Source: an optimization exercise on an open RTL-to-GDS flow (aim: small area). Production flows keep margins and buffers that such runs may drop. RTL that was checked went through simulation tests only; none was proved equivalent to the original. The clock port is modelled as an ideal driver, which makes a skipped or thinned clock tree look cheaper than it is; a real chip needs a root buffer or a tree. Power figures rest on the tool's default switching activity, not on a simulated workload.

== run A ==
## connect4_top
module connect4_top (
	input  logic                 clock,
	input  logic                 reset_n,
	input  logic                 wb_cyc_i,
	input  logic                 wb_stb_i,
	input  logic                 wb_we_i,
	input  logic [2-1:0] wb_adr_i,
	input  logic [8-1:0] wb_dat_i,
	output logic                 wb_ack_o,
	output logic [32-1:0] wb_dat_o,
	input  logic                 pix_ready,
	output logic                 pix_valid,
	output logic [8-1:0]  pix_x,
	output logic [7-1:0]  pix_y,
	output logic [3-1:0] pix_colour
);
	localparam int NC = 7;
	localparam int NR = 7;
	logic       ack_q;
	logic       rd_q;
	logic       move_req;
	logic       new_game;
	logic [2:0] move_col;
	logic       painting;
	logic       req;
	logic       is_move;
	logic       accept;
	assign req     = wb_cyc_i && wb_stb_i && !ack_q;
	assign is_move = wb_we_i && (wb_adr_i == 2'd0);
	assign accept  = req && !(is_move && painting);
	always_ff @(posedge clock) begin
		if (!reset_n) begin
			ack_q    <= 1'b0;
			rd_q     <= 1'b0;
			move_req <= 1'b0;
			new_game <= 1'b0;
		end else begin
			ack_q    <= accept;
			rd_q     <= accept && !wb_we_i && (wb_adr_i == 2'd2);
			move_req <= accept && is_move;
			new_game <= accept && wb_we_i && (wb_adr_i == 2'd1) && (wb_dat_i == 8'd1);
		end
	end
	always_ff @(posedge clock) begin
		if (!ack_q && !painting)
			move_col <= wb_dat_i[2:0] | {3{|wb_dat_i[7:3]}};
	end
	logic              clr;
	logic [5:0]        moves;
	logic [7:0]        illegal;
	logic              go_q;
  ...
clock: 10.0 ns
lec_check: 0
cap_margin: 20
core_margin: 2
core_utilization: 70
slew_margin: 20
standard.sh (not shown) runs the stock make flow with config.mk's settings and CLKGATE_MAP_FILE= SYNTH_SCRIPT=/design/flow/synth_recipe.tcl, a recipe that flattens the netlist after the stock synthesis.
==> flow/flow/run.sh <==
#!/bin/bash
# Standard layout with smaller port buffers, one tie cell per constant, no
# dummy clock loads and gates sized down after floorplan (downsize.tcl).
# Synthesis is the standard one.
set -euo pipefail
bash standard.sh \
	BUFFER_PORTS_ARGS="-buffer_cell sky130_fd_sc_hd__buf_1" \
	SKIP_REPAIR_TIE_FANOUT=1 \
	CTS_ARGS="-sink_clustering_enable -repair_clock_nets -dont_use_dummy_load" \
	POST_FLOORPLAN_TCL="$(pwd)/flow/downsize.tcl" \
	finish > standard_flow.log 2>&1
==> flow/flow/downsize.tcl <==
# Run after floorplan: synthesis sized some gates up, which the slack at this
# clock period does not need; take each combinational gate down to the
# smallest size of its function. Later repair steps size up again where a
# slew, load or timing limit asks for it.
set db [ord::get_db]
set block [ord::get_db_block]
set n 0
foreach inst [$block getInsts] {
  set m [$inst getMaster]
  if { ![regexp {^(sky130_fd_sc_hd__)([a-z0-9]+)_([0-9]+)$} [$m getName] -> pre fn sz] } {
    continue
  }
  if { [regexp {^(df|edf|sdf|dl|clk|tap|conb|fill|decap|diode|lpflow|buf|ebuf|einv)} $fn] } {
    continue
  }
  set best $m
  foreach s {0 1 2 4} {
    set cand [$db findMaster ${pre}${fn}_$s]
    if { $cand != "NULL" && $cand != "" && [$cand getWidth] < [$best getWidth] } {
      set best $cand
    }
  }
  if { $best != $m } {
    $inst swapMaster $best
    incr n
  }
}
puts "downsize.tcl: $n gates sized down"
Relative to run A, the following input files were edited for run B:
--- a/flow/flow/run.sh
+++ b/flow/flow/run.sh
@@ -3,2 +3,3 @@
-# dummy clock loads and gates sized down after floorplan (downsize.tcl).
-# Synthesis is the standard one.
+# dummy clock loads, gates sized down after floorplan (downsize.tcl) and the
+# clock tree's leaves merged pairwise (clock_tree.tcl). Synthesis is the
+# standard one.
@@ -10,0 +12 @@
+	POST_CTS_TCL="$(pwd)/flow/clock_tree.tcl" \
==> flow/flow/clock_tree.tcl (new file) <==
# Run after CTS: merge the leaf clock buffers pairwise, neighbours by
# position, so half as many leaves, each a clkbuf_16, drive twice the
# flip-flops; each leaf moves to the middle of its flip-flops.
set block [ord::get_db_block]
set db [ord::get_db]
set leaves {}
foreach inst [$block getInsts] {
  set name [$inst getName]
  if { [string match clkbuf_*_clock $name] && $name ne "clkbuf_0_clock" } {
    lassign [$inst getLocation] x y
    lappend leaves [list $inst $x $y]
  }
}
proc pairs { items } {
  # split by x into halves, each by y into halves, recursively down to pairs
  set n [llength $items]
  if { $n <= 2 } { return [list $items] }
  set sx [lsort -integer -index 1 $items]
  set h [expr { $n / 2 }]
  set out {}
  foreach half [list [lrange $sx 0 [expr { $h - 1 }]] [lrange $sx $h end]] {
    set sy [lsort -integer -index 2 $half]
    set m [llength $sy]
    if { $m <= 2 } { lappend out $sy; continue }
    set q [expr { $m / 2 }]
    lappend out [lrange $sy 0 [expr { $q - 1 }]] [lrange $sy $q end]
  }
  return $out
}
set removed 0
foreach grp [pairs $leaves] {
  set keep [lindex $grp 0 0]
  set knet [[$keep findITerm X] getNet]
  foreach item [lrange $grp 1 end] {
    set inst [lindex $item 0]
    set onet [[$inst findITerm X] getNet]
    foreach it [$onet getITerms] {
      if { [$it getInst] ne $inst } {
        $it disconnect
        $it connect $knet
      }
    }
    [$inst findITerm A] disconnect
    [$inst findITerm X] disconnect
    odb::dbInst_destroy $inst
    odb::dbNet_destroy $onet
    incr removed
  }
  set sx 0; set sy 0; set n 0
  foreach it [$knet getITerms] {
    if { [$it getInst] ne $keep } {
      lassign [[$it getInst] getLocation] x y
      incr sx $x; incr sy $y; incr n
    }
  }
  if { $n > 0 } { $keep setLocation [expr { $sx / $n }] [expr { $sy / $n }] }
  $keep swapMaster [$db findMaster sky130_fd_sc_hd__clkbuf_16]
}
puts "clock_tree.tcl: removed $removed leaf buffers"
detailed_placement
check_placement -verbose
Findings:
[compare] base=run A new=run B: sequential share of cell area about even, number of global-route vias before repair fell 13, number of cells in the finished layout apart from fillers fell 4, maximum clock frequency fell 0.89%, combinational gate power about even.
Looking at final routed wirelength across all metal layers, run B sits below run A.
Between run B and run A, the difference in core utilization is negligible.
| overall power of the completed layout | run B vs run A | 0.69% lower |
--- input diff run B..run C ---
--- a/flow/flow/run.sh
+++ b/flow/flow/run.sh
@@ -4 +4 @@
-# clock tree's leaves merged pairwise (clock_tree.tcl). Synthesis is the
+# clock tree cut to four leaf buffers on the clock port (clock_tree.tcl). Synthesis is the
--- a/flow/flow/clock_tree.tcl
+++ b/flow/flow/clock_tree.tcl
@@ -3 +3,2 @@
-# flip-flops; each leaf moves to the middle of its flip-flops.
+# flip-flops; each leaf moves to the middle of its flip-flops. The four
+# leaves then take the clock from the port, in place of the root buffer.
@@ -59 +60,14 @@
-puts "clock_tree.tcl: removed $removed leaf buffers"
+set root [$block findInst clkbuf_0_clock]
+set rootnet [[$root findITerm X] getNet]
+set portnet [[$root findITerm A] getNet]
+foreach it [$rootnet getITerms] {
+  if { [$it getInst] ne $root } {
+    $it disconnect
+    $it connect $portnet
+  }
+}
+[$root findITerm A] disconnect
+[$root findITerm X] disconnect
+odb::dbInst_destroy $root
+odb::dbNet_destroy $rootnet
+puts "clock_tree.tcl: removed $removed leaf buffers and the root buffer"
[summary]
Via count of run C falls short of that of run B slightly.
Looking at run C and run B, the post-route standard cell area excluding fillers is a wash.
Lower global-route usage goes to run C over run B.
Average detailed-routed wire length per instance of run B is on par with run C.
Average via count per standard cell across run C and run B: no real change.
Global-route wire length before repair improves in run C relative to run B.
Post-synthesis to final-layout area growth for run C is lower than for run B.
In run C relative to run B, power had gone down by a few percent.
From run B to run C the numbers moved as follows: power share of the clock group went down 2.6 points, sequential cell area share held, final critical-path setup slack went up 0.17 ns.
[inputs] run D vs run C
--- a/flow/flow/run.sh
+++ b/flow/flow/run.sh
@@ -4,2 +4,2 @@
-# clock tree cut to four leaf buffers on the clock port (clock_tree.tcl). Synthesis is the
-# standard one.
+# clock tree cut to four leaf buffers on the clock port (clock_tree.tcl).
+# Synthesis is the standard one.
==> comparison <==
Run D | status: complete | timing, DRC, antenna: pass
Largest net degree at the start of global routing: run C vs run D identical
On clock share of power, run D and run C are basically level.
met3 layer usage reported by global route of run D is on par with run C.
Register bit total from synthesis came out exactly the same in run D and run C.
Number of setup violations in the final report came out exactly the same in run D and run C.
Run D -> run C: worst IR drop on VDD delta 0, exact match
From run D to run C, share of total power consumed by net switching did not move at all.
Looking at run D and run C, the detailed-router iteration count before antenna repair is a wash.
On fmax, run D and run C are basically level.
Worst slew slack as a fraction of its limit: run D vs run C identical
Diff run D..run C | cell area after synthesis | negligible

========
connect4_top, a different RTL version from the one above (not shown whole).
Size: roughly 600 cells after synthesis, ~100 flip-flops, about 68 I/O pins, ~5600 sq um of cells after synthesis.
export LEC_CHECK = 0
export CAP_MARGIN = 20
export CORE_MARGIN = 2
export CORE_UTILIZATION = 80
export SLEW_MARGIN = 20
create_clock -name core_clock -period 10.0 [get_ports {clock}]
==> flow/flow/run.sh <==
#!/bin/bash
# Standard layout with smaller port buffers, one tie cell per constant and no
# dummy clock loads. Synthesis is the standard one.
set -euo pipefail
bash standard.sh \
	BUFFER_PORTS_ARGS="-buffer_cell sky130_fd_sc_hd__buf_1" \
	SKIP_REPAIR_TIE_FANOUT=1 \
	CTS_ARGS="-sink_clustering_enable -repair_clock_nets -dont_use_dummy_load" \
	finish > standard_flow.log 2>&1
==> next run, changes <==
Settings changed: CORE_UTILIZATION 80 to 70.
What happened:
- The new run passed the timing, DRC and antenna checks
- setup slack degrades by 61 ps
- routed wire length came out higher by 10%
- core utilization came out lower by 10 points
- design area barely changes
- combinational power came out higher by about 6%
- clock skew came out higher by 6.8 ps

========
connect4_top, a different RTL version from the one above (not shown whole).
For scale: about 700 cells after synthesis, roughly 100 flip-flops, ~68 I/O pins, about 0.0065 sq mm of cells after synthesis.
==> flow/design.v (excerpt) <==
module connect4_top (
	input  logic                 clock,
	input  logic                 reset_n,
	input  logic                 wb_cyc_i,
	input  logic                 wb_stb_i,
	input  logic                 wb_we_i,
	input  logic [2-1:0] wb_adr_i,
	input  logic [8-1:0] wb_dat_i,
	output logic                 wb_ack_o,
	output logic [32-1:0] wb_dat_o,
	input  logic                 pix_ready,
	output logic                 pix_valid,
	output logic [8-1:0]  pix_x,
	output logic [7-1:0]  pix_y,
	output logic [3-1:0] pix_colour
);
==> flow/config.mk <==
export PLATFORM = sky130hd
export DESIGN_NAME = connect4_top
export DESIGN_NICKNAME = connect4_top
export VERILOG_FILES = /design/flow/design.v
export SDC_FILE = /design/flow/constraint.sdc
export NUM_CORES = 4
export LEC_CHECK = 0
export CAP_MARGIN = 20
export CORE_MARGIN = 2
export CORE_UTILIZATION = 70
export SLEW_MARGIN = 20
==> flow/constraint.sdc <==
create_clock -name core_clock -period 10.0 [get_ports {clock}]
set_input_delay 2.0000 -clock core_clock [delete_from_list [all_inputs] [get_ports {clock}]]
set_output_delay 2.0000 -clock core_clock [all_outputs]
set_load 0.01 [all_outputs]
run.sh (not shown) runs the stock make flow with config.mk's settings and CLKGATE_MAP_FILE= SYNTH_SCRIPT=/design/flow/synth_recipe.tcl, a recipe that flattens the netlist after the stock synthesis.
Stock flow here: none of the scripts above is used.
Next try:
==> flow/flow/run.sh (new file) <==
#!/bin/bash
# Standard layout with smaller port buffers, one tie cell per constant and no
# dummy clock loads. Synthesis is the standard one.
set -euo pipefail
bash standard.sh \
	BUFFER_PORTS_ARGS="-buffer_cell sky130_fd_sc_hd__buf_1" \
	SKIP_REPAIR_TIE_FANOUT=1 \
	CTS_ARGS="-sink_clustering_enable -repair_clock_nets -dont_use_dummy_load" \
	finish > standard_flow.log 2>&1
==> flow/standard.sh (new file) <==
#!/bin/bash
# synth_recipe.tcl (not shown) runs the flow's synth.tcl, then flattens the netlist and writes it again
# the make line also repeats each setting of config.mk as NAME=value (left out here)
make -C /OpenROAD-flow-scripts/flow DESIGN_CONFIG=/design/flow/config.mk WORK_HOME=/design/flow/orfs CLKGATE_MAP_FILE= SYNTH_SCRIPT=/design/flow/synth_recipe.tcl "${@:-finish}"
removed: flow/run.sh
What happened: The new run went through all stages and came out clean. Clock-buffer cell count is unchanged. Final cell count is lower by about 2.8%. Routed wire length decreases by about 12%. Register-to-register slack improved by 0.56 ns. Total power went down by about 10%. Clock power is lower by about 25%. Non-clock buffer count increases by 1.
Next try:
==> flow/run.sh (new file) <==
#!/bin/bash
# synth_recipe.tcl (not shown) runs the flow's synth.tcl, then flattens the netlist and writes it again
# the make line also repeats each setting of config.mk as NAME=value (left out here)
make -C /OpenROAD-flow-scripts/flow DESIGN_CONFIG=/design/flow/config.mk WORK_HOME=/design/flow/orfs CLKGATE_MAP_FILE= SYNTH_SCRIPT=/design/flow/synth_recipe.tcl finish
--- a/flow/config.mk
+++ b/flow/config.mk
@@ -10 +10 @@
-export CORE_UTILIZATION = 70
+export CORE_UTILIZATION = 40
removed: flow/flow/run.sh
removed: flow/standard.sh
Result:
- routed wire length rises by 1.2%
- critical path depth stays the same
- worst setup slack degrades by 0.63 ns
No run of this note included a check of the RTL's function; only the layout flow was run.

port drivers added, routing unchanged:
How much do the figures lean on ideal ports? The routed layouts below were timed once more, with nothing changed but the port constraints.
Step 1: set_driving_cell puts a clkbuf_16 on clock and a buf_2 on each other input, an assumption about the parent block.
Step 2, shift: input delay + t, output delay - t, t = (earliest + latest rising clock arrival at the registers) / 2. This alone moves slack from input paths to output paths.
Three values: no drivers, after step 1, after step 2; two values: the first two.
| run | shift t [ns] | setup WS [ns] | pins driven straight from the clock port |
|---|---|---|---|
| run A | 0.377 | 5.352 / 5.320 / 5.697 | 1 |
| run B | 0.379 | 5.310 / 5.279 / 5.658 | 1 |
| run C | 0.233 | 5.484 / 5.405 / 5.639 | 4 |
| run D | 0.233 | 5.484 / 5.405 / 5.639 | 4 |
| the first run of note 2 | 0.393 | 5.153 / 5.118 / 5.511 | 1 |
| the second run of note 2 | 0.387 | 5.092 / 5.063 / 5.449 | 1 |
| the first run of note 3 | 0.412 | 3.176 / 3.143 / 3.556 | 1 |
| the second run of note 3 | 0.377 | 4.141 / 4.106 / 4.482 | 1 |
| the third run of note 3 | 0.371 | 3.511 / 3.469 / 3.840 | 1 |
After both steps setup and hold are still met in every run listed.
